From an optimization exercise on the open Yosys and OpenROAD flow, aimed at small area; shortcuts taken in it are not production practice.
Where RTL was checked, it was by simulation tests only, not by an equivalence proof against the original.

==> run a <==
Design conv1_top, start of the top module:
module conv1_top (
    input  logic         clk_i,
    input  logic         reset_i,
    input  logic         pixel_valid_i,
    input  logic [7:0]   pixel_i,
    input  logic         sof_i,
    input  logic         wght_we_i,
    input  logic [4:0]   wght_addr_i,
    input  logic [7:0]   wght_data_i,
    output logic         pool_valid_o,
    output logic [39:0]  pool_data_o
);
    logic [143:0] weights;
    logic [151:0] sr;
    logic [71:0]  tapn;
    logic         win_valid, win_rodd, win_codd;
    logic         sum_valid, sum_rodd, sum_codd;
    logic [39:0]  sum_a;
    logic [39:0]  sum_b;
    logic [39:0]  sum_c;
    conv1_weight_regs conv1_weight_regs_inst (
        .clk_i       (clk_i),
        .reset_i     (reset_i),
        .wght_we_i   (wght_we_i),
        .wght_addr_i (wght_addr_i),
        .wght_data_i (wght_data_i),
        .weights_o   (weights)
    );
    conv1_line_buffer conv1_line_buffer_inst (
        .clk_i         (clk_i),
        .reset_i       (reset_i),
        .pixel_valid_i (pixel_valid_i),
        .pixel_i       (pixel_i),
        .sof_i         (sof_i),
        .sr_o          (sr),
        .tapn_o        (tapn),
        .win_valid_o   (win_valid),
        .win_rodd_o    (win_rodd),
        .win_codd_o    (win_codd)
    );
    conv1_filter_array conv1_filter_array_inst (
        .clk_i       (clk_i),
        .reset_i     (reset_i),
        .weights_i   (weights),
        .sr_i        (sr),
        .tapn_i      (tapn),
        .win_valid_i (win_valid),
        .win_rodd_i  (win_rodd),
        .win_codd_i  (win_codd),
        .sum_valid_o (sum_valid),
        .sum_rodd_o  (sum_rodd),
        .sum_codd_o  (sum_codd),
        .sum_a_o     (sum_a),
        .sum_b_o     (sum_b),
        .sum_c_o     (sum_c)
    );
    conv1_max_pool conv1_max_pool_inst (
        .clk_i        (clk_i),
        .reset_i      (reset_i),
  ...
==> module conv1_line_buffer, before the edit <==
module conv1_line_buffer (
    input  logic         clk_i,
    input  logic         reset_i,
    input  logic         pixel_valid_i,
    input  logic [7:0]   pixel_i,
    input  logic         sof_i,
    output logic [151:0] sr_o,
    output logic [71:0]  tapn_o,
    output logic         win_valid_o,
    output logic         win_rodd_o,
    output logic         win_codd_o
);
    logic [5:0] pos_q;
    logic [5:0] pos_c;
    assign pos_c = sof_i ? 6'd0 : pos_q;
    always_comb begin
        for (int kr = 0; kr < 3; kr++) begin
            for (int kc = 0; kc < 3; kc++) begin
                tapn_o[8*(3*kr+kc) +: 8] = ~sr_o[8*((2-kr)*8 + 2 - kc) +: 8];
            end
        end
    end
    always_ff @(posedge clk_i) begin
        if (reset_i) begin
            pos_q       <= '0;
            win_valid_o <= 1'b0;
        end else begin
            win_valid_o <= pixel_valid_i && (pos_c[5:4] != 2'b00) && (pos_c[2:1] != 2'b00);
            if (pixel_valid_i) begin
                pos_q <= pos_c + 6'd1;
            end
        end
    end
    always_ff @(posedge clk_i) begin
        if (pixel_valid_i) begin
            sr_o <= {sr_o[143:0], pixel_i};
        end
    end
    always_ff @(posedge clk_i) begin
        win_rodd_o <= pos_c[3];
        win_codd_o <= pos_c[0];
    end
endmodule
==> module conv1_max_pool, before the edit <==
module conv1_max_pool (
    input  logic         clk_i,
    input  logic         reset_i,
    input  logic         sum_valid_i,
    input  logic         sum_rodd_i,
    input  logic         sum_codd_i,
    input  logic [39:0]  sum_a_i,
    input  logic [39:0]  sum_b_i,
    input  logic [39:0]  sum_c_i,
    output logic         pool_valid_o,
    output logic [39:0]  pool_data_o
);
    logic [18:0] q0_q [2];
    logic [18:0] q1_q [2];
    logic [18:0] q2_q [2];
    logic [18:0] max_c [2];
    logic [19:0] sum_c [2];
    for (genvar f = 0; f < 2; f++) begin : g_sum
        conv1_sum_rows sum_rows_inst (
            .a_i   (sum_a_i[20*f +: 20]),
            .b_i   (sum_b_i[20*f +: 20]),
            .c_i   (sum_c_i[20*f +: 20]),
            .sum_o (sum_c[f])
        );
    end
    always_comb begin
        for (int f = 0; f < 2; f++) begin
            logic [18:0] other;
            logic [19:0] s;
            s = sum_c[f];
            if (sum_codd_i || !sum_valid_i) begin
                other = q0_q[f];
            end else if (sum_rodd_i) begin
                other = q2_q[f];
            end else begin
                other = '0;
            end
            if (sum_valid_i && !s[19] && s[18:0] > other) begin
                max_c[f] = s[18:0];
            end else begin
                max_c[f] = other;
            end
        end
    end
    always_ff @(posedge clk_i) begin
        if (reset_i) begin
            pool_valid_o <= 1'b0;
        end else begin
            pool_valid_o <= sum_valid_i && sum_rodd_i && sum_codd_i;
        end
    end
    assign pool_data_o = {1'b0, q0_q[1], 1'b0, q0_q[0]};
    always_ff @(posedge clk_i) begin
        for (int f = 0; f < 2; f++) begin
            q0_q[f] <= max_c[f];
            if (sum_valid_i && !sum_codd_i) begin
                q1_q[f] <= q0_q[f];
                q2_q[f] <= q1_q[f];
            end
        end
    end
endmodule
make LEC_CHECK=0 CAP_MARGIN=20 CORE_MARGIN=2 CORE_UTILIZATION=55 CTS_BUF_LIST=sky130_fd_sc_hd__clkbuf_8 SLEW_MARGIN=20 SYNTH_HIERARCHICAL=1 SYNTH_MINIMUM_KEEP_SIZE=0 finish   # period 6.5 ns
run.sh (not shown) runs the stock make flow with config.mk's settings and CLKGATE_MAP_FILE= SYNTH_SCRIPT=/design/flow/synth_recipe.tcl, a recipe that flattens the netlist after the stock synthesis.
==> run b (differences from run a) <==
--- a/flow/design.v
+++ b/flow/design.v
@@ -68,13 +68,11 @@
     end
     always_ff @(posedge clk_i) begin
         if (pixel_valid_i) begin
-            sr_o <= {sr_o[143:0], pixel_i};
+            sr_o       <= {sr_o[143:0], pixel_i};
+            win_rodd_o <= pos_c[3];
+            win_codd_o <= pos_c[0];
         end
     end
-    always_ff @(posedge clk_i) begin
-        win_rodd_o <= pos_c[3];
-        win_codd_o <= pos_c[0];
-    end
 endmodule
 `default_nettype wire
 `default_nettype none
@@ -3489,34 +3487,30 @@
             logic [18:0] other;
             logic [19:0] s;
             s = sum_c[f];
-            if (sum_codd_i || !sum_valid_i) begin
+            if (sum_codd_i) begin
                 other = q0_q[f];
             end else if (sum_rodd_i) begin
                 other = q2_q[f];
             end else begin
                 other = '0;
             end
-            if (sum_valid_i && !s[19] && s[18:0] > other) begin
+            if (!s[19] && s[18:0] > other) begin
                 max_c[f] = s[18:0];
             end else begin
                 max_c[f] = other;
             end
+            pool_data_o[20*f +: 20] = {1'b0, max_c[f]};
         end
     end
+    assign pool_valid_o = sum_valid_i && sum_rodd_i && sum_codd_i;
     always_ff @(posedge clk_i) begin
-        if (reset_i) begin
-            pool_valid_o <= 1'b0;
-        end else begin
-            pool_valid_o <= sum_valid_i && sum_rodd_i && sum_codd_i;
-        end
-    end
-    assign pool_data_o = {1'b0, q0_q[1], 1'b0, q0_q[0]};
-    always_ff @(posedge clk_i) begin
-        for (int f = 0; f < 2; f++) begin
-            q0_q[f] <= max_c[f];
-            if (sum_valid_i && !sum_codd_i) begin
-                q1_q[f] <= q0_q[f];
-                q2_q[f] <= q1_q[f];
+        if (sum_valid_i) begin
+            for (int f = 0; f < 2; f++) begin
+                q0_q[f] <= max_c[f];
+                if (!sum_codd_i) begin
+                    q1_q[f] <= q0_q[f];
+                    q2_q[f] <= q1_q[f];
+                end
             end
         end
     end
--- a/flow/config.mk
+++ b/flow/config.mk
@@ -7,8 +7,7 @@
 export LEC_CHECK = 0
 export CAP_MARGIN = 20
 export CORE_MARGIN = 2
-export CORE_UTILIZATION = 55
-export CTS_BUF_LIST = sky130_fd_sc_hd__clkbuf_8
+export CORE_UTILIZATION = 40
 export SLEW_MARGIN = 20
 export SYNTH_HIERARCHICAL = 1
 export SYNTH_MINIMUM_KEEP_SIZE = 0
==> qor summary <==
item	run a	run b
Worst Reg2Reg Path Length in Cells	12	11
Number of global-route vias before repair	32400	30800
Area of the mapped netlist	45500 um^2	45600 um^2
Overall die area	85000 um^2	117000 um^2
Total global routing track utilization	37.6%	25.6%
H-tree levels	3	2
Met1 GRT Util	48.9%	36.5%
Placeable core area	82000 um^2	113000 um^2
Number of combinational gates with multiple inputs	2690	2635
Detailed-route via count	29000	28200
Status	no timing/DRC/antenna violations	no timing/DRC/antenna violations
Number of buffer and inverter instances along the worst setup path	2	3

---

==> inputs of v14 <==
conv1_top, a different RTL version from the one above (not shown whole).
==> flow/config.mk <==
export PLATFORM = sky130hd
export DESIGN_NAME = conv1_top
export DESIGN_NICKNAME = conv1_top
export VERILOG_FILES = /design/flow/design.v
export SDC_FILE = /design/flow/constraint.sdc
export NUM_CORES = 4
export LEC_CHECK = 0
export CAP_MARGIN = 20
export CORE_MARGIN = 2
export CORE_UTILIZATION = 55
export CTS_BUF_LIST = sky130_fd_sc_hd__clkbuf_8
export SLEW_MARGIN = 20
export SYNTH_HIERARCHICAL = 1
export SYNTH_MINIMUM_KEEP_SIZE = 0
==> flow/constraint.sdc <==
create_clock -name core_clock -period 6.5 [get_ports {clk_i}]
set_input_delay 1.3000 -clock core_clock [delete_from_list [all_inputs] [get_ports {clk_i}]]
set_output_delay 1.3000 -clock core_clock [all_outputs]
set_load 0.01 [all_outputs]
standard.sh (not shown) runs the stock make flow with config.mk's settings and CLKGATE_MAP_FILE= SYNTH_SCRIPT=/design/flow/synth_recipe.tcl, a recipe that flattens the netlist after the stock synthesis.
==> flow/flow/run.sh <==
#!/bin/bash
# The standard layout (standard.sh) with two changes to its arguments:
#  - the buffer on each input and output port is the smallest buffer, buf_1;
#  - clock tree synthesis adds no dummy loads and clusters up to 16 sinks
#    within 80 um per leaf buffer.
# All of standard.sh's output goes to standard.log in the work folder; ORFS keeps
# each step's own log under orfs/logs/.
set -euo pipefail
export BUFFER_PORTS_ARGS="-buffer_cell sky130_fd_sc_hd__buf_1"
export CTS_ARGS="-sink_clustering_enable -repair_clock_nets -dont_use_dummy_load -sink_clustering_size 16 -sink_clustering_max_diameter 80 -buf_list sky130_fd_sc_hd__clkbuf_8"
bash standard.sh "BUFFER_PORTS_ARGS=$BUFFER_PORTS_ARGS" "CTS_ARGS=$CTS_ARGS" finish > standard.log 2>&1
==> inputs of v22, as changes to v14 <==
==> flow/flow/run.sh (replaced) <==
#!/bin/bash
# The standard layout (standard.sh) with two changes to its arguments:
#  - the buffer on each input and output port is the smallest buffer, buf_1;
#  - clock tree synthesis adds no dummy loads and clusters up to 12 sinks
#    within 70 um per leaf buffer.
# All of standard.sh's output goes to standard.log in the work folder; ORFS keeps
# each step's own log under orfs/logs/.
set -euo pipefail
export BUFFER_PORTS_ARGS="-buffer_cell sky130_fd_sc_hd__buf_1"
export CTS_ARGS="-sink_clustering_enable -repair_clock_nets -dont_use_dummy_load -sink_clustering_size 12 -sink_clustering_max_diameter 70 -buf_list sky130_fd_sc_hd__clkbuf_8"
bash standard.sh "BUFFER_PORTS_ARGS=$BUFFER_PORTS_ARGS" "CTS_ARGS=$CTS_ARGS" finish > standard.log 2>&1
==> results.txt <==
	v14	v22
Shortest period the worst path allows	6.20 ns	6.15 ns
Wire length on met1	60600 um	61000 um
Met1 global-route usage	0.538	0.541
Met2 track demand over resource	0.539	0.536
Skew final	0.0698 ns	0.0647 ns
Terminating pin of the worst hold path	conv1_max_pool_inst.q2_q[0][6]	conv1_line_buffer_inst.sr_q[125]
Fraction of standard cell area in multi-input logic	0.643	0.641
Maximum achievable frequency	0.161 GHz	0.163 GHz
# clk buffers	43	53
Post-Layout Inst Area	46300 um2	46400 um2
Via/cell ratio	6.22	6.27
Wire length on met3	24500 um	24200 um
Antenna violations before repair	12	13
Number of CTS-inserted buffers	43	53
Result of the run	no timing/DRC/antenna violations	no timing/DRC/antenna violations
Number of fill cells	6800	6790

---

==> build 98 <==
conv1_top, a different RTL version from the one above (not shown whole).
clock: 6.5 ns
lec_check: 0
cap_margin: 20
core_margin: 2
core_utilization: 55
cts_buf_list: sky130_fd_sc_hd__clkbuf_8
slew_margin: 20
synth_hierarchical: 1
synth_minimum_keep_size: 0
==> flow/flow/run.sh <==
#!/bin/bash
# The standard layout (standard.sh) with two changes to its arguments:
#  - the buffer on each input and output port is the smallest buffer, buf_1;
#  - clock tree synthesis adds no dummy loads (otherwise the same arguments).
# All of standard.sh's output goes to standard.log in the work folder; ORFS keeps
# each step's own log under orfs/logs/.
set -euo pipefail
export BUFFER_PORTS_ARGS="-buffer_cell sky130_fd_sc_hd__buf_1"
export CTS_ARGS="-sink_clustering_enable -repair_clock_nets -dont_use_dummy_load -buf_list sky130_fd_sc_hd__clkbuf_8"
bash standard.sh "BUFFER_PORTS_ARGS=$BUFFER_PORTS_ARGS" "CTS_ARGS=$CTS_ARGS" finish > standard.log 2>&1
==> trial 36: changes against build 98 <==
==> flow/run.sh (new file) <==
#!/bin/bash
# synth_recipe.tcl (not shown) runs the flow's synth.tcl, then flattens the netlist and writes it again
# the make line also repeats each setting of config.mk as NAME=value (left out here)
make -C /OpenROAD-flow-scripts/flow DESIGN_CONFIG=/design/flow/config.mk WORK_HOME=/design/flow/orfs CLKGATE_MAP_FILE= SYNTH_SCRIPT=/design/flow/synth_recipe.tcl finish
removed: flow/flow/run.sh
removed: flow/standard.sh
==> comparison table <==
| metric | build 98 | trial 36 |
|---|---|---|
| Hold worst-path end | conv1_filter_array_inst.sum_codd_o | conv1_filter_array_inst.sum_rodd_o |
| Worst hold slack across all endpoints | 322.9 ps | 327.8 ps |
| Count of nets after finishing | 4,753 | 4,749 |
| Relative slew slack | 39.49% | 23.28% |
| Vias in the first global route | 31,344 | 31,120 |
| Routed vias/inst | 6.217 | 6.138 |
| Start point of the critical path | conv1_line_buffer_inst.sr_o[64] | conv1_line_buffer_inst.sr_o[2] |
| Utilization after layout | 58.18% | 59.27% |
| Clock buf/inv share | 2.517% | 3.540% |
| Fillers | 6,402 | 6,388 |
| Worst-case register-to-register setup slack | 660 ps | 760 ps |
| Insertion delay to the later sink of the worst-skew pair | 740 ps | 750 ps |
| Routed len/inst | 33.53 µm | 32.96 µm |
| Iter 0 DRT Violations | 3,600 | 3,711 |
| HPWL Detailed | 130.9 mm | 129.8 mm |
| Endpoint required time on the critical path | 7040 ps | 7110 ps |
| Result of the run | no timing/DRC/antenna violations | no timing/DRC/antenna violations |
| Number of clock buffers in the layout | 86 | 91 |
| FMAX | 171.3 MHz | 174.1 MHz |
| Post-place instance area | 45,820 µm² | 46,200 µm² |
| Antenna violations before repair | 6 | 4 |
| Post-layout instance area | 47,020 µm² | 47,900 µm² |

---

==> 06-07 <==
Another version of the RTL of conv1_top (not shown whole).
// conv1_top
module conv1_top (
    input  logic         clk_i,
    input  logic         reset_i,
    input  logic         pixel_valid_i,
    input  logic [7:0]   pixel_i,
    input  logic         sof_i,
    input  logic         wght_we_i,
    input  logic [4:0]   wght_addr_i,
    input  logic [7:0]   wght_data_i,
    output logic         pool_valid_o,
    output logic [39:0]  pool_data_o
);
    logic [143:0] weights;
    logic [71:0]  tap;
    logic [71:0]  tapn;
    logic         win_valid, win_rodd, win_codd;
    logic         sum_valid, sum_rodd, sum_codd;
    logic [39:0]  sum_a;
    logic [39:0]  sum_b;
    logic [39:0]  sum_c;
    conv1_weight_regs conv1_weight_regs_inst (
        .clk_i       (clk_i),
        .reset_i     (reset_i),
        .wght_we_i   (wght_we_i),
        .wght_addr_i (wght_addr_i),
        .wght_data_i (wght_data_i),
        .weights_o   (weights)
    );
    conv1_line_buffer conv1_line_buffer_inst (
        .clk_i         (clk_i),
        .reset_i       (reset_i),
        .pixel_valid_i (pixel_valid_i),
        .pixel_i       (pixel_i),
        .sof_i         (sof_i),
        .tap_o         (tap),
  ...
Settings: LEC_CHECK=0, CAP_MARGIN=20, CORE_MARGIN=2, CORE_UTILIZATION=40, SLEW_MARGIN=20, SYNTH_HIERARCHICAL=1, SYNTH_MINIMUM_KEEP_SIZE=0; clock period 6.5 ns.
run.sh (not shown) runs the stock make flow with config.mk's settings and CLKGATE_MAP_FILE= SYNTH_SCRIPT=/design/flow/synth_recipe.tcl, a recipe that flattens the netlist after the stock synthesis.
Stock flow here: none of the scripts above is used.
==> inputs of 02-06, as changes to 06-07 <==
- CAP_MARGIN: 20 -> 5
- CORE_UTILIZATION: 40 -> 55
- CTS_BUF_LIST: unset -> sky130_fd_sc_hd__clkbuf_8
- SLEW_MARGIN: 20 -> 5
==> inputs of 06-26, as changes to 06-07 <==
- CORE_UTILIZATION: 40 -> 55
- CTS_BUF_LIST: unset -> sky130_fd_sc_hd__clkbuf_8
==> inputs of 05-24, as changes to 06-07 <==
- CORE_UTILIZATION: 40 -> 55
- CTS_BUF_LIST: unset -> sky130_fd_sc_hd__clkbuf_8
- GPL_TIMING_DRIVEN: unset -> 0
==> reports/results.ini <==
[outcome]
status = complete, no violations

[finish]
layout.nonclk_buf_share_pct = 3.078
clock_area_share_pct = 3.769
antennaDiodeCount = 8

[global_routing]
use_met2_pct = 55.84

[setup_path]
worstRegToRegCells = 11

[sta]
maxSlewHeadroom_pct = 17.06

[end of results for 06-26]
==> reports/results.ini <==
[finish]
layout.nonclk_buf_share_pct = 2.920
antennaDiodeCount = 1
clock_area_share_pct = 3.810

[sta]
maxSlewHeadroom_pct = 25.60

[outcome]
status = complete, no violations

[setup_path]
worstRegToRegCells = 11

[global_routing]
use_met2_pct = 37.55

[end of results for 06-07]
==> reports/results.ini <==
[outcome]
status = complete, but fails checks
failed_checks = max-capacitance violations, max-slew violations

[finish]
antennaDiodeCount = 4

[global_routing]
use_met2_pct = 55.32

[run]
cap_viol_max_count = 1

[sta]
slew_violations = 18

[end of results for 02-06]
==> reports/results.ini <==
[setup_path]
worstRegToRegCells = 12

[outcome]
status = complete, no violations

[finish]
layout.nonclk_buf_share_pct = 5.845

[global_routing]
use_met2_pct = 55.94

[sta]
maxSlewHeadroom_pct = 29.07

[end of results for 05-24]
No functional check of the RTL was part of any run of this note.

## afterwards: timing with drivers on the ports
The results above use ideal ports. As a check the final layouts listed here were re-extracted and re-timed, cells and wires unchanged. Step 1, drivers: a clkbuf_16 drives clk_i and a buf_2 each remaining input, both assumed. Step 2 adds t to the input delays and takes it off the output delays; t is the mean of the earliest and latest rising clock arrival at the registers after step 1. Input paths then give back, and output paths get back, about the clock's delay inside the block. a / b / c = ideal / step 1 / step 2; a / b = the first two.
run | t, ns | slack for setup (ns) | worst setup path after step 2 | worst data-port slew with drivers (ns) | pins driven straight from the clock port
run a | 0.828 | 0.404 / 0.404 / 0.404 | register to register | 0.05 | 1
run b | 0.754 | 0.182 / 0.111 / 0.546 | register to register | 0.06 | 1
v14 | 0.723 | 0.298 / 0.298 / 0.098 | input to register | 0.08 | 1
v22 | 0.742 | 0.349 / 0.349 / 0.100 | input to register | 0.08 | 1
build 98 | 0.751 | 0.661 / 0.661 / 0.661 | register to register | 0.07 | 1
trial 36 | 0.788 | 0.757 / 0.757 / 0.757 | register to register | 0.06 | 1
06-07 | 0.706 | 0.808 / 0.808 / 0.808 | register to register | 0.04 | 1
02-06 | 0.801 | 0.766 / 0.766 / 0.766 | register to register | 0.06 | 1
06-26 | 0.828 | 0.721 / 0.721 / 0.721 | register to register | 0.05 | 1
05-24 | 0.819 | 0.592 / 0.592 / 0.592 | register to register | 0.06 | 1
For v22, which loses most, drivers alone change the setup slack by 0.000 ns; drivers and shift together by -0.249 ns.
